What follows belongs to an exercise in optimizing a design on an open flow for small area; a production flow would make more cautious choices. Function was checked by simulation only, so behaviour that the tests miss may differ from the original. Power is estimated from default activity; no workload was simulated.

<file path="config.mk">
export PLATFORM = sky130hd
export DESIGN_NAME = udp_tx_top
export DESIGN_NICKNAME = udp_tx_top
export VERILOG_FILES = /design/flow/design.v
export SDC_FILE = /design/flow/constraint.sdc
export NUM_CORES = 4
export LEC_CHECK = 0
export CAP_MARGIN = 20
export CORE_MARGIN = 2
export CORE_UTILIZATION = 40
export PLACE_DENSITY = 0.6
export SLEW_MARGIN = 20
</file>
<file path="constraint.sdc">
create_clock -name core_clock -period 6.5 [get_ports {clk}]
set_input_delay 1.3000 -clock core_clock [delete_from_list [all_inputs] [get_ports {clk}]]
set_output_delay 1.3000 -clock core_clock [all_outputs]
set_load 0.01 [all_outputs]
</file>
<file path="run.sh">
#!/bin/bash
# synth_recipe.tcl (not shown) runs the flow's synth.tcl, then flattens the netlist and writes it again
# the make line also repeats each setting of config.mk as NAME=value (left out here)
make -C /OpenROAD-flow-scripts/flow DESIGN_CONFIG=/design/flow/config.mk WORK_HOME=/design/flow/orfs CLKGATE_MAP_FILE= SYNTH_SCRIPT=/design/flow/synth_recipe.tcl finish
</file>
<file path="design.v">
`timescale 1ns/10ps
`default_nettype none
module crc32_d4
(
    input  wire         clk,
    input  wire         init,
    input  wire         flush,
    input  wire  [3:0]  din,
    output reg   [31:0] crc
);
    localparam [31:0] CRC_POLY = 32'hEDB8_8320;
    wire [3:0] x = flush ? 4'd0 : (crc[3:0] ^ din);
    reg  [31:0] fb;
    integer     i;
    always @(*)
    begin
        fb = 32'd0;
        for (i = 0; i < 4; i = i + 1)
            if (x[i])
                fb = fb ^ (CRC_POLY >> (3 - i));
    end
    always @(posedge clk)
    begin
        if (init)
            crc <= 32'hFFFF_FFFF;
        else
            crc <= {4'd0, crc[31:4]} ^ fb;
    end
endmodule
`default_nettype wire
`timescale 1ns/10ps
`default_nettype none
module payload_fifo
#(
    parameter DEPTH = 32
)
(
    input  wire         clk,
    input  wire         rst_n,
    input  wire         wr_en,
    input  wire  [31:0] wr_data,
    input  wire         rd_en,
    output wire  [31:0] rd_data,
    output wire         full
);
    reg  [31:0] st [0:31];
    reg  [31:0] vld;
    reg  [31:0] free;        
    wire        do_wr;
    integer     i;
    assign do_wr   = wr_en && !full;     
    assign full    = &vld;
    assign rd_data = st[31];
    always @(*)
    begin
        free[31] = !vld[31] || rd_en;
        for (i = 30; i >= 0; i = i - 1)
            free[i] = !vld[i] || free[i + 1];
    end
    always @(posedge clk)
    begin
        if (free[0])
            st[0] <= wr_data;
        for (i = 1; i < 32; i = i + 1)
            if (free[i])
                st[i] <= st[i - 1];
    end
    always @(posedge clk or negedge rst_n)
    begin
        if (!rst_n)
            vld <= 32'd0;
        else
        begin
            if (free[0])
                vld[0] <= do_wr;
            for (i = 1; i < 32; i = i + 1)
                if (free[i])
                    vld[i] <= vld[i - 1];
        end
    end
endmodule
`default_nettype wire
`timescale 1ns/10ps
`default_nettype none
module udp_header_gen
#(
    parameter [47:0] BOARD_MAC  = 48'h00_0a_35_01_fe_c0,
    parameter [31:0] BOARD_IP   = 32'hc0_a8_00_0a,
    parameter [15:0] BOARD_PORT = 16'd1234,
    parameter [47:0] PC_MAC     = 48'hff_ff_ff_ff_ff_ff,
    parameter [31:0] PC_IP      = 32'hc0_a8_00_64,
    parameter [15:0] PC_PORT    = 16'd1234
)
(
    input  wire        clk,
    input  wire        clear,        
    input  wire [6:0]  idx,
    input  wire [7:0]  payload_len,
    input  wire [15:0] ip_id,
    output wire [3:0]  nib
);
    localparam [335:0] HDR_CONST = {PC_MAC, BOARD_MAC, 16'h0800, 8'h45, 8'h00,
                                    16'h0000, 16'h0000, 16'h4000, 8'h40, 8'd17,
                                    16'h0000, BOARD_IP, PC_IP, BOARD_PORT, PC_PORT,
                                    16'h0000, 16'h0000};
    localparam [31:0] CSUM_RAW  = 32'h4500 + 32'h4000 + 32'h4011
                                + BOARD_IP[31:16] + BOARD_IP[15:0]
                                + PC_IP[31:16] + PC_IP[15:0] + 32'd28;
    localparam [31:0] CSUM_F1   = CSUM_RAW[15:0] + CSUM_RAW[31:16];
    localparam [15:0] CSUM_K    = CSUM_F1[15:0] + CSUM_F1[31:16];
    function [2047:0] build_tab(input integer dummy);
        integer i;
        integer h;
        reg [7:0]  by;
        reg [9:0]  e;
        reg [15:0] sk;
        begin
            build_tab = 2048'd0;
            sk = {CSUM_K[7:0], CSUM_K[15:8]};    
            for (i = 0; i < 128; i = i + 1)
            begin
                e = 10'd0;
                if (i >= 12 && i < 32)
                    e = {2'b00, 1'b1, 1'b0, ((i % 4) >= 2) ? 1'b1 : 1'b0, 1'b1, sk[(i % 4) * 4 +: 4]};
                else if (i >= 32 && i < 116)
                begin
                    h  = i - 32;
                    by = HDR_CONST[(41 - h / 2) * 8 +: 8];
                    e[3:0] = (h % 2) ? by[7:4] : by[3:0];
                    case (i)
                        66:  e = 10'b00_0_0_1_0_1100;    
                        67:  e = 10'b01_0_0_1_0_0001;
                        68, 69, 70, 71:
                             e = 10'b00_0_0_0_1_0000;    
                        80, 81:                          
                             e = {2'b00, 1'b1, 1'b1, 1'b0, 1'b1, sk[(i % 4) * 4 +: 4]};
                        82, 83:
                             e = {2'b00, 1'b1, 1'b1, 1'b1, 1'b1, sk[(i % 4) * 4 +: 4]};
                        110: e = 10'b00_0_0_1_0_1000;    
                        111: e = 10'b10_0_0_1_0_0000;
                        default: ;
                    endcase
                end
                build_tab[i * 16 +: 10] = e;
            end
        end
    endfunction
    localparam [2047:0] TAB = build_tab(0);
    wire [9:0]  e     = TAB[{idx, 4'd0} +: 10];
    wire [1:0]  j     = idx[1:0];
    reg  [3:0]  id_nib;
    wire [3:0]  a     = e[4] ? id_nib : 4'd0;
    wire [3:0]  b     = e[5] ? (j[0] ? payload_len[7:4] : payload_len[3:0]) : 4'd0;
    reg  [1:0]  cc;
    wire [1:0]  cin   = e[7] ? cc : {1'b0, (e[8] & (payload_len[3] | payload_len[2]))
                                           | (e[9] & payload_len[3])};
    wire [5:0]  sum   = a + b + e[3:0] + cin;
    always @(*)
    begin
        case (j)
            2'd0:    id_nib = ip_id[11:8];
            2'd1:    id_nib = ip_id[15:12];
            2'd2:    id_nib = ip_id[3:0];
            default: id_nib = ip_id[7:4];
        endcase
    end
    always @(posedge clk)
    begin
        if (clear)
            cc <= 2'd0;
        else if (e[7])
            cc <= sum[5:4];
    end
    assign nib = sum[3:0] ^ {4{e[6]}};
endmodule
`default_nettype wire
`timescale 1ns/10ps
`default_nettype none
module mii_frame_tx
(
    input  wire         clk,
    input  wire         rst_n,
    input  wire         send_en,
    input  wire [7:0]   send_data_num,
    output wire [6:0]   hdr_idx,
    output wire         hdr_clr,
    input  wire [3:0]   hdr_nib,
    output reg  [7:0]   payload_len,
    output reg  [15:0]  ip_id,
    input  wire [31:0]  rd_data,
    output wire         rd_en,
    output reg          eth_tx_en,
    output reg  [3:0]   eth_tx_data,
    output reg          send_end
);
    localparam [1:0] PH_IDLE = 2'd0;
    localparam [1:0] PH_HEAD = 2'd1;
    localparam [1:0] PH_PAY  = 2'd2;
    localparam [1:0] PH_FCS  = 2'd3;
    reg  [1:0]  phase;
    reg  [7:0]  k;
    reg         send_en_q;
    wire        start;
    wire        idle     = (phase == PH_IDLE);
    wire        in_head  = (phase == PH_HEAD);
    wire        in_pay   = (phase == PH_PAY);
    wire        in_fcs   = (phase == PH_FCS);
    wire        pre      = !k[5] && !k[6];           
    wire        pay_data = (payload_len != 8'd0);
    wire        pay_one  = (payload_len == 8'd1);
    wire        min_done = k[7] || k[6] || (k[5] && (k[4:1] != 4'd0));   
    wire        pay_end  = k[0] && min_done && !(payload_len[7:1] != 7'd0);       
    wire        head_end = (k[6:0] == 7'd115);
    wire        active   = (in_head && (k[6:4] != 3'd0)) || in_pay || in_fcs;
    wire        pay_dec  = in_pay && k[0] && pay_data;
    wire [31:0] crc;
    reg  [3:0]  nib;
    assign start   = send_en && !send_en_q && idle && !eth_tx_en && !send_end;
    assign hdr_idx = k[6:0];
    assign hdr_clr = idle;
    assign rd_en   = pay_dec && ((k[2:1] == 2'd3) || pay_one);
    always @(*)
    begin
        if (in_fcs)
            nib = ~crc[3:0];
        else if (in_pay)
            nib = pay_data ? rd_data[{~k[2:1], k[0]} * 4 +: 4] : 4'd0;
        else if (pre)
            nib = (k[4:0] == 5'd31) ? 4'hD : 4'h5;
        else
            nib = hdr_nib;
    end
    crc32_d4 u_crc
    (
        .clk   (clk),
        .init  (in_head && pre),
        .flush (in_fcs),
        .din   (nib),
        .crc   (crc)
    );
    always @(posedge clk)
    begin
        if (idle)
            payload_len <= send_data_num;
        else if (pay_dec)
            payload_len <= payload_len - 8'd1;
    end
    always @(posedge clk)
    begin
        if (idle)
            k <= 8'd11;
        else if ((in_head && head_end) || (in_pay && pay_end))
            k <= 8'd0;
        else
            k <= k + 8'd1;
    end
    always @(posedge clk or negedge rst_n)
    begin
        if (!rst_n)
        begin
            phase       <= PH_IDLE;
            send_en_q   <= 1'b0;
            ip_id       <= 16'd0;
            eth_tx_en   <= 1'b0;
            eth_tx_data <= 4'd0;
            send_end    <= 1'b0;
        end
        else
        begin
            send_en_q   <= send_en;
            send_end    <= idle && eth_tx_en;
            eth_tx_en   <= active;
            eth_tx_data <= active ? nib : 4'd0;
            ip_id       <= ip_id + {15'd0, start};
            case (phase)
                PH_IDLE: if (start) phase <= PH_HEAD;
                PH_HEAD: if (head_end) phase <= PH_PAY;
                PH_PAY:  if (pay_end) phase <= PH_FCS;
                default: if (k[2:0] == 3'd7) phase <= PH_IDLE;
            endcase
        end
    end
endmodule
`default_nettype wire
`timescale 1ns/10ps
`default_nettype none
module udp_tx_top
#(
    parameter [47:0] BOARD_MAC  = 48'h00_0a_35_01_fe_c0,
    parameter [31:0] BOARD_IP   = 32'hc0_a8_00_0a,
    parameter [15:0] BOARD_PORT = 16'd1234,
    parameter [47:0] PC_MAC     = 48'hff_ff_ff_ff_ff_ff,
    parameter [31:0] PC_IP      = 32'hc0_a8_00_64,
    parameter [15:0] PC_PORT    = 16'd1234,
    parameter        FIFO_DEPTH = 32
)
(
    input  wire         clk,
    input  wire         rst_n,
    input  wire         send_en,
    input  wire [15:0]  send_data_num,
    input  wire         wr_en,
    input  wire [31:0]  wr_data,
    output wire         fifo_full,
    output wire         send_end,
    output wire         eth_tx_en,
    output wire [3:0]   eth_tx_data
);
    wire [6:0]  hdr_idx;
    wire        hdr_clr;
    wire [7:0]  payload_len;
    wire [15:0] ip_id;
    wire [3:0]  hdr_nib;
    wire [31:0] rd_data;
    wire        rd_en;
    udp_header_gen
    #(
        .BOARD_MAC  (BOARD_MAC),
        .BOARD_IP   (BOARD_IP),
        .BOARD_PORT (BOARD_PORT),
        .PC_MAC     (PC_MAC),
        .PC_IP      (PC_IP),
        .PC_PORT    (PC_PORT)
    )
    u_hdr_gen
    (
        .clk         (clk),
        .clear       (hdr_clr),
        .idx         (hdr_idx),
        .payload_len (payload_len),
        .ip_id       (ip_id),
        .nib         (hdr_nib)
    );
    payload_fifo #(.DEPTH(FIFO_DEPTH)) u_fifo
    (
        .clk     (clk),
        .rst_n   (rst_n),
        .wr_en   (wr_en),
        .wr_data (wr_data),
        .rd_en   (rd_en),
        .rd_data (rd_data),
        .full    (fifo_full)
    );
    mii_frame_tx u_mii_tx
    (
        .clk           (clk),
        .rst_n         (rst_n),
        .send_en       (send_en),
        .send_data_num (send_data_num[7:0]),
        .hdr_idx       (hdr_idx),
        .hdr_clr       (hdr_clr),
        .hdr_nib       (hdr_nib),
        .payload_len   (payload_len),
        .ip_id         (ip_id),
        .rd_data       (rd_data),
        .rd_en         (rd_en),
        .eth_tx_en     (eth_tx_en),
        .eth_tx_data   (eth_tx_data),
        .send_end      (send_end)
    );
endmodule
`default_nettype wire
</file>
==> impl_metrics.yaml, run 1 <==
cells_and_area:
  layout.cell_area.non_filler_um2: 42400
  final-seq-area_um2: 33300
  area_growth_pct: 15.1
  nFillCells: 7427
  post_route_cells_drive_above_1_share_pct: 11.6
  final_net_count: 1929
  multi_input_comb_area_um2: 3370
floorplanning:
  rows: 111
  num_io_pins: 59
  core_footprint_um2: 91500
  fp.dieArea_um2: 94600
  die_width_um: 308
  die_height_um: 308
  starting_density_of_the_core_pct: 40.3
synthesis:
  synth_warnings: 5
  synth_ff_type: "sky130_fd_sc_hd__edfxtp_1"
  net_count_of_the_mapped_netlist: 1769
  synth_edf_count: 1032
  postSynthAreaPerCell_um2: 21.9
  synthArstFlopShare_pct: 5.04
  synth.area.top_cells: "sky130_fd_sc_hd__edfxtp_1 (84%), sky130_fd_sc_hd__dfrtp_1 (3.9%), sky130_fd_sc_hd__dfxtp_1 (2.3%), sky130_fd_sc_hd__ha_1 (0.98%), sky130_fd_sc_hd__xnor2_1 (0.78%)"
  yosysTopAreaCell: "sky130_fd_sc_hd__edfxtp_1"
  syn-cell-area_um2: 36900
  synth_top_area_share_pct: 84.0
  yosys.cell_types.count: 67
  synth_top_cells_by_count: "sky130_fd_sc_hd__edfxtp_1 (1032), sky130_fd_sc_hd__nand2_1 (64), sky130_fd_sc_hd__dfrtp_1 (57)"
  yosysSeqAreaShare_pct: 90.2
  post-synth-top-count-cell: "sky130_fd_sc_hd__edfxtp_1"
  postSynthCellCount: 1684
  ys_ff_latch: 1131
timing:
  final_critical_path_setup_slack_ns: 0.513
  clock.fmax_mhz: 167
  rsz0062_at_grt: "no"
  fin_worst_skew_ns: 0.0169
  drv_slew: 0
  setup_viol: 0
  timing.final.crit_period_ns: 5.99
  hold_viol: 0
  fin_tns_setup_ns: 0
  max_slew_margin_pct: 36.9
  worst-slew-pin-transition_ns: 0.944
  period_utilization_pct: 92.1
global_route:
  grt_first_pass_wirelength_um: 69700
  vias_in_the_first_global_route: 14300
  grt_overflow_total: 0
  number_of_antenna_violations_at_the_first_check_in_global_routing: 0
  global_route_usage_over_all_layers_pct: 9.04
  pin_count_of_the_biggest_net_entering_global_routing: 58
clock_tree:
  cts_tree: "yes"
  cts_setup_buffers: 0
  htreeDepth: 3
  clock-sinks: 1131
  cts-root-buf: "sky130_fd_sc_hd__clkbuf_16"
  post_cts.resized_instances: 0
  clk-insertion-delay-late_ns: 0.64
  postCtsHoldBufs: 0
  cts_buffer_depth: 3
  clk_pin_slew_ns: 0.07
  cts-buffers-inserted: 101
critical_path:
  ff2ff_path_depth: 22
  worstSetupStartpointType: "flip-flop"
  reg2reg_setup_slack_ns: 0.51
  crit_path_cell_trace: "buf_4 -> clkinv_1 -> ha_1 -> a222oi_1 -> nor2_1 -> a21oi_1 -> nor2_1 -> ha_1 -> inv_1 -> fa_1 -> fa_1 -> inv_1 -> ha_1 -> fa_1 -> xor2_1 -> nor4_1 -> o21ai_0 -> o311ai_4 -> xnor2_4 -> xnor3_1 -> or3_1 -> nand3_1"
  worst_path_max_delay_cell: "sky130_fd_sc_hd__fa_1"
  max_stage_delay_ns: 0.56
  end_kind: "flip-flop"
  cp.depth: 22
  timing.critical_path.arrival_ns: 6.55
  critPathRequiredTime_ns: 7.06
  worst-path-buf-inv: 4
  critical_path.max_fanout: 11
  criticalPathCategory: "reg2reg"
  path_delay_family: "adder cells"
drt:
  drcViolationCount: 0
  detail_route.wirelength_um: 42200
  ant_nets: 0
  wire_per_inst_um: 13.5
  drt_iter0_drc: 962
  number_of_detailed_route_iterations_in_the_first_pass: 7
  num_vias: 14100
  routed_via_density: 4.51
placed_design:
  placedInstanceArea_um2: 39000
  io_buffers: 50
  half_perimeter_wire_length_after_placement_um: 26600
  post-place-ws_ns: 0.566
  routabilityCongestion: 0.778
status:
  outcome: "finished clean"
pwr:
  vdd_ir_drop_max_v: 0.000305
  cellLeakagePower_nw: 14.6
  power_density_nw_per_um2: 429
worst_hold_path:
  hold_class: "reg2reg"
  worst_hold_path.num_cells: 0
run:
  cap_violations: 0
-- flip-flops by register name, indices dropped and copies added, names as in the netlist --
| signal | count |
|---|---|
| u_fifo.st | 1024 |
| u_mii_tx.eth_tx_en | 1 |
| u_mii_tx.ip_id | 16 |
| u_mii_tx.send_en_q | 1 |
| u_mii_tx.send_end | 1 |
| u_mii_tx.u_crc.crc | 32 |
| u_fifo.vld | 32 |
| u_mii_tx.k | 8 |
| u_hdr_gen.cc | 2 |
| u_mii_tx.phase | 2 |
| u_mii_tx.eth_tx_data | 4 |
| u_mii_tx.payload_len | 8 |
-- logic make-up after synthesis --
kind of cell             share of synthesized area, %
AO/OA/AOI/OAI                                    2.06
XOR/XNOR                                         1.40
adder cells (fa/ha/maj)                          1.20
buffers and inverters                           0.675
flip-flops                                       90.2
multiplexers                                    0.906
AND/OR/NAND/NOR                                  3.56
-- metal layers --
metal | track usage (%) | part of all wire, % | vias up
li1 | - | - | 6842
met1 | 10.4 | 41 | 6882
met2 | 16.0 | 51 | 243
met3 | 2.35 | 4.4 | 87
met4 | 3.80 | 2.9 | 0
met5 | 0 | 0 | -
-- cell type report --
type                            count  share of cell area [%]
Sequential cell                  1131                    78.4
Timing Repair Buffer               90                    1.89
Inverter                           30                   0.265
Multi-Input combinational cell    490                    7.93
Clock inverter                     73                    1.78
Tap cell                         1186                    3.50
Clock buffer                      116                    6.26
Antenna cell                        1                 0.00590
-- final timing paths --
| kind | start | end |
|---|---|---|
| max | u_mii_tx.k[0] | u_mii_tx.u_crc.crc[24] |
| min | u_fifo.st[26][8] | u_fifo.st[27][8] |
| max reg2reg | u_mii_tx.k[0] | u_mii_tx.u_crc.crc[24] |
| min reg2reg | u_fifo.st[26][8] | u_fifo.st[27][8] |
| max in group asynchronous | rst_n | u_fifo.vld[10] |
| min in group asynchronous | rst_n | u_mii_tx.eth_tx_data[1] |
-- worst reg2reg max path, stage by stage, from the launching register on --
cell,delay (ns)
sky130_fd_sc_hd__dfxtp_1,0.33
sky130_fd_sc_hd__buf_4,0.22
sky130_fd_sc_hd__clkinv_1,0.35
sky130_fd_sc_hd__ha_1,0.42
sky130_fd_sc_hd__a222oi_1,0.26
sky130_fd_sc_hd__nor2_1,0.07
sky130_fd_sc_hd__a21oi_1,0.14
sky130_fd_sc_hd__nor2_1,0.08
sky130_fd_sc_hd__ha_1,0.20
sky130_fd_sc_hd__inv_1,0.07
sky130_fd_sc_hd__fa_1,0.45
sky130_fd_sc_hd__fa_1,0.56
sky130_fd_sc_hd__inv_1,0.05
sky130_fd_sc_hd__ha_1,0.22
sky130_fd_sc_hd__fa_1,0.41
sky130_fd_sc_hd__xor2_1,0.26
sky130_fd_sc_hd__nor4_1,0.08
sky130_fd_sc_hd__o21ai_0,0.31
sky130_fd_sc_hd__o311ai_4,0.21
sky130_fd_sc_hd__xnor2_4,0.27
sky130_fd_sc_hd__xnor3_1,0.52
sky130_fd_sc_hd__or3_1,0.34
sky130_fd_sc_hd__nand3_1,0.09
-- power by group --
part,switching [mW],internal [mW]
clock,2.44,3.50
sequential,0.340,9.49
combinational,1.56,0.862
total,4.34,13.9
-- cell usage in the layout (no fill, tap or decap), types with 21 or more instances in the layout --
cell type / instances
sky130_fd_sc_hd__clkdlybuf4s50_1: 49
sky130_fd_sc_hd__ha_1: 29
sky130_fd_sc_hd__a21oi_1: 27
sky130_fd_sc_hd__buf_4: 39
sky130_fd_sc_hd__nor2_1: 54
sky130_fd_sc_hd__nand2b_1: 34
sky130_fd_sc_hd__nand3_1: 34
sky130_fd_sc_hd__dfxtp_1: 42
sky130_fd_sc_hd__dfrtp_1: 57
sky130_fd_sc_hd__xnor2_1: 33
sky130_fd_sc_hd__nand2_1: 64
sky130_fd_sc_hd__o21ai_0: 45
sky130_fd_sc_hd__clkinv_2: 21
sky130_fd_sc_hd__inv_1: 23
sky130_fd_sc_hd__clkinv_1: 25
sky130_fd_sc_hd__clkbuf_16: 104
sky130_fd_sc_hd__edfxtp_1: 1032
-- metrics by stage --
stage	utilization (%)	hold slack, ns	total power [mW]	cells
6_report	46.4	0.411	18.2	3117
5_1_grt	46.4	0.407	19.1	3116
4_1_cts	46.4	0.406	18.5	3115
3_5_place_dp	42.6	0.397	12.4	2926
3_3_place_gp	42.6	0.394	12.3	2926
2_1_floorplan	-	0.386	11.7	1684
==> inputs of run 2 (changes only) <==
--- a/design.v
+++ b/design.v
@@ -3,13 +3,13 @@
 module crc32_d4
 (
     input  wire         clk,
-    input  wire         init,
-    input  wire         flush,
+    input  wire         force_en,
+    input  wire  [3:0]  force_x,
     input  wire  [3:0]  din,
     output reg   [31:0] crc
 );
     localparam [31:0] CRC_POLY = 32'hEDB8_8320;
-    wire [3:0] x = flush ? 4'd0 : (crc[3:0] ^ din);
+    wire [3:0] x = force_en ? force_x : (crc[3:0] ^ din);
     reg  [31:0] fb;
     integer     i;
     always @(*)
@@ -20,12 +20,7 @@
                 fb = fb ^ (CRC_POLY >> (3 - i));
     end
     always @(posedge clk)
-    begin
-        if (init)
-            crc <= 32'hFFFF_FFFF;
-        else
-            crc <= {4'd0, crc[31:4]} ^ fb;
-    end
+        crc <= {4'd0, crc[31:4]} ^ fb;
 endmodule
 `default_nettype wire
 `timescale 1ns/10ps
@@ -215,6 +210,7 @@
     wire        pay_dec  = in_pay && k[0] && pay_data;
     wire [31:0] crc;
     reg  [3:0]  nib;
+    reg  [3:0]  crc_x;
     assign start   = send_en && !send_en_q && idle && !eth_tx_en && !send_end;
     assign hdr_idx = k[6:0];
     assign hdr_clr = idle;
@@ -230,13 +226,26 @@
         else
             nib = hdr_nib;
     end
+    always @(*)
+    begin
+        case (k[2:0])
+            3'd0:    crc_x = 4'd2;
+            3'd1:    crc_x = 4'd14;
+            3'd2:    crc_x = 4'd1;
+            3'd3:    crc_x = 4'd12;
+            3'd4:    crc_x = 4'd0;
+            default: crc_x = 4'd9;
+        endcase
+        if (in_fcs)
+            crc_x = 4'd0;
+    end
     crc32_d4 u_crc
     (
-        .clk   (clk),
-        .init  (in_head && pre),
-        .flush (in_fcs),
-        .din   (nib),
-        .crc   (crc)
+        .clk      (clk),
+        .force_en ((in_head && pre) || in_fcs),
+        .force_x  (crc_x),
+        .din      (nib),
+        .crc      (crc)
     );
     always @(posedge clk)
     begin
--- a/config.mk
+++ b/config.mk
@@ -7,6 +7,8 @@
 export LEC_CHECK = 0
 export CAP_MARGIN = 20
 export CORE_MARGIN = 2
-export CORE_UTILIZATION = 40
-export PLACE_DENSITY = 0.6
+export CORE_UTILIZATION = 70
+export CTS_CLUSTER_DIAMETER = 50
+export CTS_CLUSTER_SIZE = 30
+export PLACE_DENSITY = 0.8
 export SLEW_MARGIN = 20
==> impl_metrics.yaml, run 2 <==
synthesis:
  synth_top_cells_by_count: "sky130_fd_sc_hd__edfxtp_1 (1032), sky130_fd_sc_hd__dfrtp_1 (57), sky130_fd_sc_hd__nor2_1 (55)"
  net_count_of_the_mapped_netlist: 1733
  postSynthAreaPerCell_um2: 22.4
  synth_edf_count: 1032
  postSynthCellCount: 1650
  synth.area.top_cells: "sky130_fd_sc_hd__edfxtp_1 (84%), sky130_fd_sc_hd__dfrtp_1 (3.9%), sky130_fd_sc_hd__dfxtp_1 (2.3%), sky130_fd_sc_hd__ha_1 (0.92%), sky130_fd_sc_hd__xnor2_1 (0.88%)"
  syn-cell-area_um2: 36900
  ys_ff_latch: 1131
  yosysTopAreaCell: "sky130_fd_sc_hd__edfxtp_1"
  synth_warnings: 5
  yosysSeqAreaShare_pct: 90.1
  synthArstFlopShare_pct: 5.04
  yosys.cell_types.count: 71
  post-synth-top-count-cell: "sky130_fd_sc_hd__edfxtp_1"
  synth_top_area_share_pct: 84.0
  synth_ff_type: "sky130_fd_sc_hd__edfxtp_1"
timing:
  clock.fmax_mhz: 175
  drv_slew: 0
  max_slew_margin_pct: 34.1
  final.hold.worst_slack_ns: 0.333
  rsz0062_at_grt: "no"
  fin_worst_skew_ns: 0.0404
  period_utilization_pct: 87.7
  worst-slew-pin-transition_ns: 0.986
  setup_viol: 0
  fin_tns_setup_ns: 0
  timing.final.crit_period_ns: 5.70
  hold_viol: 0
status:
  outcome: "finished clean"
critical_path:
  ff2ff_path_depth: 21
  r2r-start: "u_mii_tx.k[1]"
  end_kind: "flip-flop"
  critPathRequiredTime_ns: 7.07
  reg2reg_setup_slack_ns: 0.80
  worstSetupStartpointType: "flip-flop"
  regToRegEndpoint: "u_mii_tx.u_crc.crc[8]"
  timing.critical_path.arrival_ns: 6.28
  critical_path.max_fanout: 12
  criticalPathCategory: "reg2reg"
drt:
  drcViolationCount: 0
  routed_via_density: 5.72
  num_vias: 14400
  drt_iter0_drc: 1009
  detail_route.wirelength_um: 56900
  number_of_detailed_route_iterations_in_the_first_pass: 7
  wire_per_inst_um: 22.7
  ant_nets: 0
floorplanning:
  num_io_pins: 59
  starting_density_of_the_core_pct: 70.5
  core_footprint_um2: 52300
  die_width_um: 234
  die_height_um: 234
  rows: 84
  fp.dieArea_um2: 54600
pwr:
  cellLeakagePower_nw: 14.0
  p_sw_share_pct: 27.3
  share_clk_of_total_power_pct: 26.2
  intPower_mw: 12.6
  power_frac_comb_pct: 15.8
  p_seq_share_pct: 58.1
  power_density_nw_per_um2: 425
  power.switching_mw: 4.71
  vdd_ir_drop_max_v: 0.000316
clock_tree:
  cts_tree: "yes"
  cts_buffer_depth: 3
  cts-root-buf: "sky130_fd_sc_hd__clkbuf_16"
  clock-sinks: 1131
  clk-insertion-delay-late_ns: 0.67
  cts_setup_buffers: 0
  post_cts.resized_instances: 0
  htreeDepth: 2
  cts-buffers-inserted: 61
  clk_pin_slew_ns: 0.09
  postCtsHoldBufs: 0
worst_hold_path:
  worst_hold_path.num_cells: 0
  hold_class: "reg2reg"
  timing.hold.worst_endpoint: "u_mii_tx.u_crc.crc[0]"
  hold_wc_startpoint: "u_mii_tx.u_crc.crc[4]"
global_route:
  number_of_antenna_violations_at_the_first_check_in_global_routing: 1
  global_route_usage_over_all_layers_pct: 21.4
  grt_overflow_total: 0
  vias_in_the_first_global_route: 14900
  grt_first_pass_wirelength_um: 86100
  pin_count_of_the_biggest_net_entering_global_routing: 58
cells_and_area:
  largest_register: "u_fifo.st"
  reg_top3: "u_fifo.st: 1024 flops, u_fifo.vld: 32 flops, u_mii_tx.u_crc.crc: 32 flops"
  area_growth_pct: 10.2
  layout.cells.most_common: "sky130_fd_sc_hd__edfxtp_1"
  nFillCells: 2534
  most-common-layout-cells: "sky130_fd_sc_hd__edfxtp_1 (1032), sky130_fd_sc_hd__clkbuf_16 (63), sky130_fd_sc_hd__dfrtp_1 (57), sky130_fd_sc_hd__nor2_1 (55), sky130_fd_sc_hd__nand2_1 (52)"
  largest_register_ffs: 1024
  final_net_count: 1853
  post_route_cells_drive_above_1_share_pct: 9.77
run:
  cap_violations: 0
placed_design:
  half_perimeter_wire_length_after_placement_um: 33000
  io_buffers: 50
  routabilityCongestion: 0.829
[run 2: cell count changes in the layout (fill, tap and decap cells not counted), sizes merged, moves of 12 or more]
cell / delta
o21ai: -25
clkbuf: -52
inv: +27
nand2: -12
bufinv: -13
clkinv: -30
[run 2: power groups by stage]
stage	combinational, mW	clock (mW)	sequential [mW]
2_1_floorplan	2.00	0	9.95
3_3_place_gp	2.57	0	10.0
3_5_place_dp	2.72	0	10.1
4_1_cts	2.75	4.63	10.1
5_1_grt	2.98	4.86	10.1
6_report	2.72	4.52	10.0
[run 2: worst max path at each step]
stage	end	slack (ns)	depth (start not counted)	start
finish	u_mii_tx.u_crc.crc[8]	0.80	21	u_mii_tx.k[1]
global route	u_mii_tx.u_crc.crc[8]	0.52	21	u_mii_tx.k[1]
CTS	u_mii_tx.u_crc.crc[20]	0.85	20	u_mii_tx.k[1]
detailed placement	u_mii_tx.u_crc.crc[26]	0.90	20	u_mii_tx.k[1]
global placement	u_mii_tx.u_crc.crc[19]	0.98	21	u_mii_tx.k[1]
floorplan	u_mii_tx.u_crc.crc[20]	1.14	24	u_mii_tx.k[1]
[run 2: logic make-up after synthesis]
kind of cell / count (synthesis) / share of synthesized area [%]
buffers and inverters: 65 / 0.777
multiplexers: 24 / 0.861
flip-flops: 1131 / 90.1
AO/OA/AOI/OAI: 112 / 2.15
XOR/XNOR: 64 / 1.84
AND/OR/NAND/NOR: 223 / 3.10
adder cells (fa/ha/maj): 31 / 1.13
[run 2: layout make-up]
cell class	count	area (um^2)	area share, %
Tap cell	688	861	2.12
Multi-Input combinational cell	454	3350	8.24
Inverter	32	120	0.295
Sequential cell	1131	33300	81.8
Clock inverter	51	694	1.71
Timing Repair Buffer	90	803	1.98
Antenna cell	1	2.50	0.00615
Clock buffer	64	1580	3.89
[run 2: critical path, cell delays in order (launching register included)]
cell                        delay (ns)
sky130_fd_sc_hd__dfxtp_1          0.59
sky130_fd_sc_hd__inv_1            0.17
sky130_fd_sc_hd__ha_1             0.36
sky130_fd_sc_hd__a222oi_1         0.35
sky130_fd_sc_hd__nor2_1           0.08
sky130_fd_sc_hd__a21oi_1          0.14
sky130_fd_sc_hd__nor2_1           0.09
sky130_fd_sc_hd__ha_1             0.20
sky130_fd_sc_hd__inv_1            0.07
sky130_fd_sc_hd__fa_1             0.45
sky130_fd_sc_hd__fa_1             0.57
sky130_fd_sc_hd__inv_1            0.05
sky130_fd_sc_hd__ha_1             0.22
sky130_fd_sc_hd__fa_1             0.45
sky130_fd_sc_hd__xor2_1           0.24
sky130_fd_sc_hd__nand3_1          0.11
sky130_fd_sc_hd__a31oi_1          0.41
sky130_fd_sc_hd__a2111oi_2        0.08
sky130_fd_sc_hd__a311oi_2         0.31
sky130_fd_sc_hd__buf_4            0.29
sky130_fd_sc_hd__xnor2_1          0.24
sky130_fd_sc_hd__xnor2_1          0.18
[run 2: per-stage QoR]
| step | setup WS, ns | utilization, % | total power, mW | area, um^2 | std cells |
|---|---|---|---|---|---|
| 6_report | 0.797 | 77.7 | 17.3 | 40700 | 2511 |
| 5_1_grt | 0.522 | 77.7 | 18.0 | 40700 | 2510 |
| 4_1_cts | 0.848 | 77.7 | 17.4 | 40700 | 2510 |
| 2_1_floorplan | 1.14 | - | 11.9 | 36900 | 1650 |
| 3_5_place_dp | 0.896 | 73.4 | 12.9 | 38400 | 2395 |
| 3_3_place_gp | 0.978 | 73.3 | 12.6 | 38400 | 2394 |
[run 2: metal layers]
metal  vias to the layer above  part of all wire [%]  track usage, %
met5                         -                     0               0
met4                         0                   2.4            6.01
met3                        87                   4.2            3.50
met2                       318                    56            40.4
met1                      7323                    38            25.5
li1                       6623                     -               -
==> inputs of run 3 (changes only) <==
--- a/config.mk
+++ b/config.mk
@@ -7,8 +7,8 @@
 export LEC_CHECK = 0
 export CAP_MARGIN = 20
 export CORE_MARGIN = 2
-export CORE_UTILIZATION = 70
-export CTS_CLUSTER_DIAMETER = 50
+export CORE_UTILIZATION = 50
+export CTS_CLUSTER_DIAMETER = 80
 export CTS_CLUSTER_SIZE = 30
-export PLACE_DENSITY = 0.8
+export PLACE_DENSITY = 0.65
 export SLEW_MARGIN = 20
==> impl_metrics.yaml, run 3 <==
timing:
  max_slew_margin_pct: 43.6
  fin_tns_setup_ns: 0
  fin_worst_skew_ns: 0.0255
  setup_viol: 0
  worst-slew-pin-transition_ns: 0.845
  hold_viol: 0
  final.hold.worst_slack_ns: 0.343
  period_utilization_pct: 90.3
  final_critical_path_setup_slack_ns: 0.634
  drv_slew: 0
  timing.final.crit_period_ns: 5.87
  clock.fmax_mhz: 170
  rsz0062_at_grt: "no"
critical_path:
  criticalPathCategory: "reg2reg"
  critPathRequiredTime_ns: 7.01
  worstSetupStartpointType: "flip-flop"
  end_kind: "flip-flop"
  critical_path.max_fanout: 18
  ff2ff_path_depth: 19
  timing.critical_path.arrival_ns: 6.38
clock_tree:
  postCtsHoldBufs: 0
  cts_setup_buffers: 0
  cts_buffer_depth: 3
  clk-insertion-delay-late_ns: 0.62
  post_cts.resized_instances: 0
  cts-root-buf: "sky130_fd_sc_hd__clkbuf_16"
  clk_pin_slew_ns: 0.11
  cts_tree: "yes"
  cts-buffers-inserted: 45
  clock-sinks: 1131
  htreeDepth: 2
cells_and_area:
  most-common-layout-cells: "sky130_fd_sc_hd__edfxtp_1 (1032), sky130_fd_sc_hd__dfrtp_1 (57), sky130_fd_sc_hd__nor2_1 (55), sky130_fd_sc_hd__nand2_1 (52), sky130_fd_sc_hd__clkdlybuf4s50_1 (49)"
  final_net_count: 1835
  layout.cells.most_common: "sky130_fd_sc_hd__edfxtp_1"
  largest_register_ffs: 1024
  layout.cell_area.non_filler_um2: 40000
  largest_register: "u_fifo.st"
  final-seq-area_um2: 33300
  area_growth_pct: 8.42
  nFillCells: 5405
  post_route_cells_drive_above_1_share_pct: 6.61
  multi_input_comb_area_um2: 3350
  reg_top3: "u_fifo.st: 1024 flops, u_fifo.vld: 32 flops, u_mii_tx.u_crc.crc: 32 flops"
run:
  cap_violations: 0
synthesis:
  synth_edf_count: 1032
  synth_warnings: 5
  ys_ff_latch: 1131
  syn-cell-area_um2: 36900
  yosysTopAreaCell: "sky130_fd_sc_hd__edfxtp_1"
  synth_ff_type: "sky130_fd_sc_hd__edfxtp_1"
  synth_top_cells_by_count: "sky130_fd_sc_hd__edfxtp_1 (1032), sky130_fd_sc_hd__dfrtp_1 (57), sky130_fd_sc_hd__nor2_1 (55)"
  synthArstFlopShare_pct: 5.04
  yosysSeqAreaShare_pct: 90.1
  postSynthAreaPerCell_um2: 22.4
  post-synth-top-count-cell: "sky130_fd_sc_hd__edfxtp_1"
  postSynthCellCount: 1650
  net_count_of_the_mapped_netlist: 1733
  synth.area.top_cells: "sky130_fd_sc_hd__edfxtp_1 (84%), sky130_fd_sc_hd__dfrtp_1 (3.9%), sky130_fd_sc_hd__dfxtp_1 (2.3%), sky130_fd_sc_hd__ha_1 (0.92%), sky130_fd_sc_hd__xnor2_1 (0.88%)"
  synth_top_area_share_pct: 84.0
  yosys.cell_types.count: 71
floorplanning:
  die_height_um: 276
  die_width_um: 276
  num_io_pins: 59
  rows: 99
  core_footprint_um2: 73000
  starting_density_of_the_core_pct: 50.6
  fp.dieArea_um2: 76000
pwr:
  vdd_ir_drop_max_v: 0.000431
  overall_power_after_layout_mw: 15.8
  power_density_nw_per_um2: 394
  cellLeakagePower_nw: 13.5
drt:
  num_vias: 13500
  drt_iter0_drc: 953
  number_of_detailed_route_iterations_in_the_first_pass: 5
  wire_per_inst_um: 15.4
  drcViolationCount: 0
  ant_nets: 1
  routed_via_density: 4.95
  detail_route.wirelength_um: 42100
global_route:
  number_of_antenna_violations_at_the_first_check_in_global_routing: 0
  grt_first_pass_wirelength_um: 67300
  grt_overflow_total: 0
  pin_count_of_the_biggest_net_entering_global_routing: 58
  vias_in_the_first_global_route: 13500
  global_route_usage_over_all_layers_pct: 11.1
placed_design:
  routabilityCongestion: 0.799
  half_perimeter_wire_length_after_placement_um: 27700
  placedInstanceArea_um2: 38700
  io_buffers: 50
  post-place-ws_ns: 0.708
status:
  outcome: "failed layout checks"
  failed_layout_checks: "antenna violations"
worst_hold_path:
  hold_class: "reg2reg"
  worst_hold_path.num_cells: 0
==> run 3: cell counts after synthesis <==
Identical to the previous run, type by type.
==> run 3: metrics by stage <==
step | utilization, % | instances
2_1_floorplan | - | 1650
3_3_place_gp | 53.1 | 2664
3_5_place_dp | 53.1 | 2664
4_1_cts | 54.8 | 2728
5_1_grt | 54.8 | 2728
6_report | 54.8 | 2733
==> run 3: final cells by class <==
class	instances	share of cell area (%)
flip-flops and latches	1131	83.1
multi-input cells	454	8.38
well taps	959	3.00
clock buffers	55	2.91
repair buffers	88	1.95
inverters	32	0.300
clock inverters	9	0.294
diodes	5	0.0313
==> run 3: power by group <==
group	switching, mW	internal [mW]
sequential	0.400	9.52
clock	1.96	1.32
combinational	1.56	1.00
==> run 3: critical path, stage by stage (launching register included) <==
cell	delay [ns]
sky130_fd_sc_hd__dfxtp_1	0.76
sky130_fd_sc_hd__and2_1	0.29
sky130_fd_sc_hd__nor2_1	0.09
sky130_fd_sc_hd__o31ai_1	0.28
sky130_fd_sc_hd__nand2_1	0.19
sky130_fd_sc_hd__nor2_1	0.19
sky130_fd_sc_hd__ha_1	0.20
sky130_fd_sc_hd__inv_1	0.07
sky130_fd_sc_hd__fa_1	0.46
sky130_fd_sc_hd__fa_1	0.54
sky130_fd_sc_hd__inv_1	0.04
sky130_fd_sc_hd__ha_1	0.21
sky130_fd_sc_hd__fa_1	0.50
sky130_fd_sc_hd__nand2b_1	0.11
sky130_fd_sc_hd__mux2i_1	0.07
sky130_fd_sc_hd__a221oi_1	0.60
sky130_fd_sc_hd__o21ai_0	0.17
sky130_fd_sc_hd__a31o_2	0.37
sky130_fd_sc_hd__xor2_1	0.32
sky130_fd_sc_hd__xnor3_1	0.27
==> run 3: logic make-up (layout without fill, tap and decap cells) <==
group	after synthesis	count (layout)	share of synthesized area, %
AOI/OAI and AO/OA	112	112	2.15
xor gates and xnor gates	64	64	1.84
adders and majority gates	31	31	1.13
buffers and inverters	65	184	0.777
DFF	1131	1131	90.1
muxes	24	24	0.861
other	0	5	0
and+or+nand+nor	223	223	3.10
==> run 3: metal layers <==
| metal | vias up | routed length [um] | global-route usage [%] |
|---|---|---|---|
| li1 | 6534 | - | - |
| met1 | 6738 | 17500 | 13.3 |
| met2 | 190 | 21900 | 20.2 |
| met3 | 63 | 1760 | 2.03 |
| met4 | 0 | 955 | 3.67 |
| met5 | - | 0 | 0 |
==> run 3: path summary, 6_finish.rpt <==
check,start,endpoint,slack (ns)
min in group asynchronous,rst_n,u_fifo.vld[3],0.82
worst min register to register,u_mii_tx.u_crc.crc[4],u_mii_tx.u_crc.crc[0],0.34
worst max register to register,u_mii_tx.k[2],u_mii_tx.u_crc.crc[20],0.63
worst min-delay path,u_mii_tx.u_crc.crc[4],u_mii_tx.u_crc.crc[0],0.34
max in group asynchronous,rst_n,u_mii_tx.eth_tx_data[3],5.07
worst max-delay path,u_mii_tx.k[2],u_mii_tx.u_crc.crc[20],0.63
==> inputs of run 4 (changes only) <==
--- a/config.mk
+++ b/config.mk
@@ -7,8 +7,8 @@
 export LEC_CHECK = 0
 export CAP_MARGIN = 20
 export CORE_MARGIN = 2
-export CORE_UTILIZATION = 50
-export CTS_CLUSTER_DIAMETER = 80
-export CTS_CLUSTER_SIZE = 30
-export PLACE_DENSITY = 0.65
+export CORE_UTILIZATION = 60
+export CTS_CLUSTER_DIAMETER = 60
+export CTS_CLUSTER_SIZE = 25
+export PLACE_DENSITY = 0.7
 export SLEW_MARGIN = 20
==> impl_metrics.yaml, run 4 <==
clock_tree:
  cts_buffer_depth: 3
  cts-root-buf: "sky130_fd_sc_hd__clkbuf_16"
  clock-sinks: 1131
  cts-buffers-inserted: 55
  cts_setup_buffers: 0
  postCtsHoldBufs: 0
  clk_pin_slew_ns: 0.09
  cts_tree: "yes"
  htreeDepth: 2
  post_cts.resized_instances: 0
  clk-insertion-delay-late_ns: 0.63
cells_and_area:
  most-common-layout-cells: "sky130_fd_sc_hd__edfxtp_1 (1032), sky130_fd_sc_hd__dfrtp_1 (57), sky130_fd_sc_hd__nor2_1 (55), sky130_fd_sc_hd__clkbuf_16 (55), sky130_fd_sc_hd__nand2_1 (50)"
  nFillCells: 3819
  multi_input_comb_area_um2: 3360
  area_growth_pct: 9.01
  antenna_cells: 0
  largest_register_ffs: 1024
  post_layout_nonfiller_instances: 2578
  layout.cells.most_common: "sky130_fd_sc_hd__edfxtp_1"
  reg_top3: "u_fifo.st: 1024 flops, u_fifo.vld: 32 flops, u_mii_tx.u_crc.crc: 32 flops"
  final-seq-area_um2: 33300
  post_route_cells_drive_above_1_share_pct: 7.68
  final_net_count: 1849
  largest_register: "u_fifo.st"
critical_path:
  r2r-start: "u_mii_tx.k[6]"
  criticalPathCategory: "reg2reg"
  critPathRequiredTime_ns: 7.02
  timing.critical_path.arrival_ns: 6.09
  end_kind: "flip-flop"
  worstSetupStartpointType: "flip-flop"
  worst_setup_path_startpoint: "u_mii_tx.k[6]"
  critical_path.max_fanout: 27
timing:
  timing.final.crit_period_ns: 5.57
  fin_worst_skew_ns: 0.0358
  final_critical_path_setup_slack_ns: 0.928
  clock.fmax_mhz: 179
  period_utilization_pct: 85.7
  max_slew_margin_pct: 32.3
  final.hold.worst_slack_ns: 0.325
  drv_slew: 0
  rsz0062_at_grt: "no"
  worst-slew-pin-transition_ns: 1.02
  setup_viol: 0
  hold_viol: 0
  fin_tns_setup_ns: 0
synthesis:
  yosysTopAreaCell: "sky130_fd_sc_hd__edfxtp_1"
  postSynthCellCount: 1650
  synthArstFlopShare_pct: 5.04
  synth_top_cells_by_count: "sky130_fd_sc_hd__edfxtp_1 (1032), sky130_fd_sc_hd__dfrtp_1 (57), sky130_fd_sc_hd__nor2_1 (55)"
  synth.area.top_cells: "sky130_fd_sc_hd__edfxtp_1 (84%), sky130_fd_sc_hd__dfrtp_1 (3.9%), sky130_fd_sc_hd__dfxtp_1 (2.3%), sky130_fd_sc_hd__ha_1 (0.92%), sky130_fd_sc_hd__xnor2_1 (0.88%)"
  net_count_of_the_mapped_netlist: 1733
  synth_ff_type: "sky130_fd_sc_hd__edfxtp_1"
  yosys.cell_types.count: 71
  postSynthAreaPerCell_um2: 22.4
  syn-cell-area_um2: 36900
  yosysSeqAreaShare_pct: 90.1
  synth_edf_count: 1032
  post-synth-top-count-cell: "sky130_fd_sc_hd__edfxtp_1"
  synth_warnings: 5
  ys_ff_latch: 1131
  synth_top_area_share_pct: 84.0
floorplanning:
  core_footprint_um2: 60600
  die_width_um: 252
  die_height_um: 252
  num_io_pins: 59
  rows: 90
  starting_density_of_the_core_pct: 60.9
  fp.dieArea_um2: 63500
drt:
  drcViolationCount: 0
  routed_via_density: 5.31
  drt_iter0_drc: 687
  num_vias: 13700
  ant_nets: 0
  detail_route.wirelength_um: 44100
  number_of_detailed_route_iterations_in_the_first_pass: 5
  wire_per_inst_um: 17.1
placed_design:
  io_buffers: 50
  inst_count_dp: 2491
  routabilityCongestion: 0.797
  post-place-ws_ns: 0.916
  half_perimeter_wire_length_after_placement_um: 28600
run:
  cap_violations: 0
pwr:
  power_density_nw_per_um2: 406
  intPower_mw: 12.3
  p_seq_share_pct: 60.6
  vdd_ir_drop_max_v: 0.000300
  power.switching_mw: 4.07
  p_sw_share_pct: 24.9
  cellLeakagePower_nw: 13.8
  power_frac_comb_pct: 16.2
  share_clk_of_total_power_pct: 23.2
global_route:
  global_route_usage_over_all_layers_pct: 14.2
  pin_count_of_the_biggest_net_entering_global_routing: 58
  vias_in_the_first_global_route: 14200
  grt_overflow_total: 0
  number_of_antenna_violations_at_the_first_check_in_global_routing: 1
  grt_first_pass_wirelength_um: 71200
worst_hold_path:
  hold_wc_startpoint: "u_mii_tx.u_crc.crc[4]"
  hold_class: "reg2reg"
status:
  outcome: "finished clean"
run 4: cell types whose count changed in the layout (fill, tap and decap cells not counted), sizes merged:
cell    previous run  this run
inv               39        40
clkinv             1         5
buf               39        43
diode              5         0
clkbuf            55        70
bufinv             0         3
run 4: cell type report:
| type | count | area share [%] |
|---|---|---|
| Sequential cell | 1131 | 82.7 |
| Multi-Input combinational cell | 454 | 8.35 |
| Clock buffer | 70 | 3.59 |
| Tap cell | 782 | 2.43 |
| Timing Repair Buffer | 92 | 2.03 |
| Clock inverter | 17 | 0.610 |
| Inverter | 32 | 0.299 |
run 4: logic make-up (layout without fill, tap and decap cells):
family	Yosys count	count (layout)	synth area share [%]
flip-flops	1131	1131	90.1
AO/OA/AOI/OAI	112	112	2.15
buffers and inverters	65	211	0.777
multiplexers	24	24	0.861
AND/OR/NAND/NOR	223	223	3.10
XOR/XNOR	64	64	1.84
adder cells (fa/ha/maj)	31	31	1.13
run 4: power by group through the flow:
stage / sequential (mW) / combinational, mW / clock, mW
2_1_floorplan: 9.95 / 2.00 / 0
3_3_place_gp: 10.0 / 2.58 / 0
3_5_place_dp: 10.1 / 2.69 / 0
4_1_cts: 9.93 / 2.71 / 3.94
5_1_grt: 10.0 / 2.95 / 4.18
6_report: 9.91 / 2.65 / 3.79
run 4: routing by layer:
metal | part of all wire [%] | GRT usage [%] | up-vias
li1 | - | - | 6577
met5 | 0 | 0 | -
met1 | 42 | 17.5 | 6851
met2 | 53 | 25.7 | 208
met4 | 2.0 | 4.31 | 0
met3 | 3.6 | 2.43 | 59
run 4: path summary, 6_finish.rpt:
check	endpoint	slack (ns)	cells past startpoint
min in group asynchronous	u_fifo.vld[2]	0.80	2
max reg2reg	u_mii_tx.u_crc.crc[19]	0.93	18
min reg2reg	u_mii_tx.u_crc.crc[0]	0.33	0
min	u_mii_tx.u_crc.crc[0]	0.33	0
max	u_mii_tx.u_crc.crc[19]	0.93	18
max in group asynchronous	u_fifo.vld[29]	5.14	2
run 4: metrics by stage:
step	power, mW	cell area [um^2]	utilization, %
2_1_floorplan	11.9	36900	-
3_3_place_gp	12.6	38500	63.6
3_5_place_dp	12.8	38500	63.6
4_1_cts	16.6	40200	66.4
5_1_grt	17.2	40200	66.4
6_report	16.3	40200	66.4
run 4: critical path: stages, from the launching register on:
cell,delay [ns]
sky130_fd_sc_hd__dfxtp_1,0.95
sky130_fd_sc_hd__o21ai_0,0.22
sky130_fd_sc_hd__a221o_1,0.37
sky130_fd_sc_hd__nor2_1,0.18
sky130_fd_sc_hd__ha_1,0.20
sky130_fd_sc_hd__inv_1,0.05
sky130_fd_sc_hd__fa_1,0.46
sky130_fd_sc_hd__fa_1,0.56
sky130_fd_sc_hd__inv_1,0.05
sky130_fd_sc_hd__ha_1,0.22
sky130_fd_sc_hd__fa_1,0.44
sky130_fd_sc_hd__xor2_1,0.26
sky130_fd_sc_hd__nand3_1,0.10
sky130_fd_sc_hd__a31oi_1,0.42
sky130_fd_sc_hd__a2111oi_2,0.08
sky130_fd_sc_hd__a311oi_2,0.28
sky130_fd_sc_hd__buf_4,0.28
sky130_fd_sc_hd__xnor2_1,0.24
sky130_fd_sc_hd__xnor2_1,0.12
==> inputs of run 5 (changes only) <==
--- a/config.mk
+++ b/config.mk
@@ -8,7 +8,7 @@
 export CAP_MARGIN = 20
 export CORE_MARGIN = 2
 export CORE_UTILIZATION = 60
-export CTS_CLUSTER_DIAMETER = 60
-export CTS_CLUSTER_SIZE = 25
+export CTS_CLUSTER_DIAMETER = 90
+export CTS_CLUSTER_SIZE = 32
 export PLACE_DENSITY = 0.7
 export SLEW_MARGIN = 20
==> impl_metrics.yaml, run 5 <==
clock_tree:
  postCtsHoldBufs: 0
  clock-sinks: 1131
  cts_setup_buffers: 0
  cts_tree: "yes"
  clk-insertion-delay-late_ns: 0.62
  cts-root-buf: "sky130_fd_sc_hd__clkbuf_16"
  cts-buffers-inserted: 41
  cts_buffer_depth: 3
  post_cts.resized_instances: 0
  htreeDepth: 2
  clk_pin_slew_ns: 0.11
worst_hold_path:
  worst_hold_path.num_cells: 0
  hold_wc_startpoint: "u_mii_tx.u_crc.crc[15]"
  timing.hold.worst_endpoint: "u_mii_tx.u_crc.crc[11]"
  hold_class: "reg2reg"
placed_design:
  half_perimeter_wire_length_after_placement_um: 28600
  inst_count_dp: 2491
  io_buffers: 50
  routabilityCongestion: 0.797
  post-place-ws_ns: 0.916
critical_path:
  path_delay_family: "adder cells"
  ff2ff_path_depth: 18
  worstSetupStartpointType: "flip-flop"
  worst-path-buf-inv: 3
  critical-path-top-cell-by-count: "sky130_fd_sc_hd__fa_1"
  timing.critical_path.arrival_ns: 6.10
  regToRegEndpoint: "u_mii_tx.u_crc.crc[19]"
  r2r-start: "u_mii_tx.k[6]"
  critPathRequiredTime_ns: 6.99
  criticalPathCategory: "reg2reg"
  worst_path_max_delay_cell: "sky130_fd_sc_hd__dfxtp_1"
  end_kind: "flip-flop"
  max_stage_delay_ns: 0.97
  crit_path_cell_trace: "o21ai_0 -> a221o_1 -> nor2_1 -> ha_1 -> inv_1 -> fa_1 -> fa_1 -> inv_1 -> ha_1 -> fa_1 -> xor2_1 -> nand3_1 -> a31oi_1 -> a2111oi_2 -> a311oi_2 -> buf_4 -> xnor2_1 -> xnor2_1"
  critical_path.max_fanout: 27
  reg2reg_setup_slack_ns: 0.88
floorplanning:
  die_width_um: 252
  core_footprint_um2: 60600
  fp.dieArea_um2: 63500
  die_height_um: 252
  rows: 90
  starting_density_of_the_core_pct: 60.9
  num_io_pins: 59
timing:
  final_critical_path_setup_slack_ns: 0.885
  fin_worst_skew_ns: 0.0248
  drv_slew: 0
  final.hold.worst_slack_ns: 0.334
  max_slew_margin_pct: 30.6
  timing.final.crit_period_ns: 5.62
  setup_viol: 0
  period_utilization_pct: 86.4
  fin_tns_setup_ns: 0
  clock.fmax_mhz: 178
  rsz0062_at_grt: "no"
  hold_viol: 0
  worst-slew-pin-transition_ns: 1.04
cells_and_area:
  largest_register: "u_fifo.st"
  post_route_cells_drive_above_1_share_pct: 6.28
  largest_register_ffs: 1024
  reg_top3: "u_fifo.st: 1024 flops, u_fifo.vld: 32 flops, u_mii_tx.u_crc.crc: 32 flops"
  post-route-util_pct: 65.5
  antenna_cells: 0
  final_net_count: 1835
  post_layout_nonfiller_instances: 2549
  most-common-layout-cells: "sky130_fd_sc_hd__edfxtp_1 (1032), sky130_fd_sc_hd__dfrtp_1 (57), sky130_fd_sc_hd__nor2_1 (55), sky130_fd_sc_hd__nand2_1 (50), sky130_fd_sc_hd__clkdlybuf4s50_1 (49)"
  layout.cells.most_common: "sky130_fd_sc_hd__edfxtp_1"
  area_growth_pct: 7.50
global_route:
  grt_overflow_total: 0
  vias_in_the_first_global_route: 13900
  pin_count_of_the_biggest_net_entering_global_routing: 58
  grt_first_pass_wirelength_um: 69400
  number_of_antenna_violations_at_the_first_check_in_global_routing: 0
  global_route_usage_over_all_layers_pct: 13.8
drt:
  routed_via_density: 5.31
  drt_iter0_drc: 740
  wl_met3_um: 1570
  drcViolationCount: 0
  number_of_detailed_route_iterations_in_the_first_pass: 4
  ant_nets: 0
  met2_wirelength_um: 22500
  num_vias: 13500
  wire_per_inst_um: 16.8
  detail_route.wirelength_um: 42900
  dr.max_layer_used: "met4"
  met1Wirelength_um: 17900
synthesis:
  yosysTopAreaCell: "sky130_fd_sc_hd__edfxtp_1"
  synth_top_cells_by_count: "sky130_fd_sc_hd__edfxtp_1 (1032), sky130_fd_sc_hd__dfrtp_1 (57), sky130_fd_sc_hd__nor2_1 (55)"
  synthArstFlopShare_pct: 5.04
  postSynthCellCount: 1650
  synth_ff_type: "sky130_fd_sc_hd__edfxtp_1"
  synth_top_area_share_pct: 84.0
  yosys.cell_types.count: 71
  ys_ff_latch: 1131
  synth_edf_count: 1032
  synth.area.top_cells: "sky130_fd_sc_hd__edfxtp_1 (84%), sky130_fd_sc_hd__dfrtp_1 (3.9%), sky130_fd_sc_hd__dfxtp_1 (2.3%), sky130_fd_sc_hd__ha_1 (0.92%), sky130_fd_sc_hd__xnor2_1 (0.88%)"
  postSynthAreaPerCell_um2: 22.4
  yosysSeqAreaShare_pct: 90.1
  synth_warnings: 5
  net_count_of_the_mapped_netlist: 1733
  syn-cell-area_um2: 36900
  post-synth-top-count-cell: "sky130_fd_sc_hd__edfxtp_1"
pwr:
  power_density_nw_per_um2: 394
  cellLeakagePower_nw: 13.5
  vdd_ir_drop_max_v: 0.000331
run:
  cap_violations: 0
status:
  outcome: "finished clean"
run 5: routing by layer:
layer	track usage, %	vias to the layer above
met1	17.1	6766
met3	2.21	59
li1	-	6529
met4	4.18	0
met2	25.1	183
met5	0	-
run 5: report_power, final:
group          total, mW  internal, mW  switching [mW]
combinational       2.64          1.02            1.62
sequential          9.90          9.52           0.380
clock               3.07          1.20            1.88
total               15.6          11.7            3.87
run 5: cells by family after synthesis:
kind of cell	after synthesis	share of synthesized area, %
DFF	1131	90.1
and+or+nand+nor	223	3.10
AOI/OAI and AO/OA	112	2.15
buffers and inverters	65	0.777
xor gates and xnor gates	64	1.84
adders and majority gates	31	1.13
muxes	24	0.861
run 5: layout make-up:
class	count	area [um^2]
inverters	32	120
repair buffers	92	818
fillers	3878	20900
multi-input cells	454	3360
well taps	782	978
clock inverters	4	57.6
flip-flops and latches	1131	33300
clock buffers	54	1070
run 5: worst max path at each step:
stage / depth (start not counted) / start / endpoint
global placement: 18 / u_mii_tx.k[6] / u_mii_tx.u_crc.crc[19]
floorplan: 24 / u_mii_tx.k[1] / u_mii_tx.u_crc.crc[20]
detailed placement: 17 / u_mii_tx.k[6] / u_mii_tx.u_crc.crc[23]
CTS: 17 / u_mii_tx.k[6] / u_mii_tx.u_crc.crc[23]
finish: 18 / u_mii_tx.k[6] / u_mii_tx.u_crc.crc[19]
global route: 21 / u_mii_tx.k[2] / u_mii_tx.u_crc.crc[19]
run 5: per-stage QoR:
| stage | total power, mW | cell area, um^2 |
|---|---|---|
| 3_3_place_gp | 12.6 | 38500 |
| 3_5_place_dp | 12.8 | 38500 |
| 4_1_cts | 15.8 | 39700 |
| 5_1_grt | 16.4 | 39700 |
| 2_1_floorplan | 11.9 | 36900 |
| 6_report | 15.6 | 39700 |

## what the ideal ports hide
No port has a modelled driver above. Below, the same layouts with a new extraction and two added sets of constraints.
Step 1, drivers: a clkbuf_16 drives clk and a buf_2 each remaining input, both assumed.
Step 2 moves the port delays by t, midway between the first and last clock arrival at a register: inputs arrive t later, outputs are due t later. That takes back most of the time a late clock gives input paths.
a / b / c = no drivers / after step 1 / after step 2; a / b = the first two.
run | shift t [ns] | setup slack, ns | worst setup path after step 2 | slew at the worst register clock pin (ns)
run 1 | 0.689 | 0.513 / 0.513 / 0.513 | register to register | 0.07 / 0.07
run 2 | 0.710 | 0.797 / 0.797 / 0.797 | register to register | 0.11 / 0.11
run 3 | 0.669 | 0.634 / 0.634 / 0.634 | register to register | 0.11 / 0.11
run 4 | 0.680 | 0.928 / 0.928 / 0.928 | register to register | 0.09 / 0.09
run 5 | 0.659 | 0.885 / 0.885 / 0.885 | register to register | 0.12 / 0.12
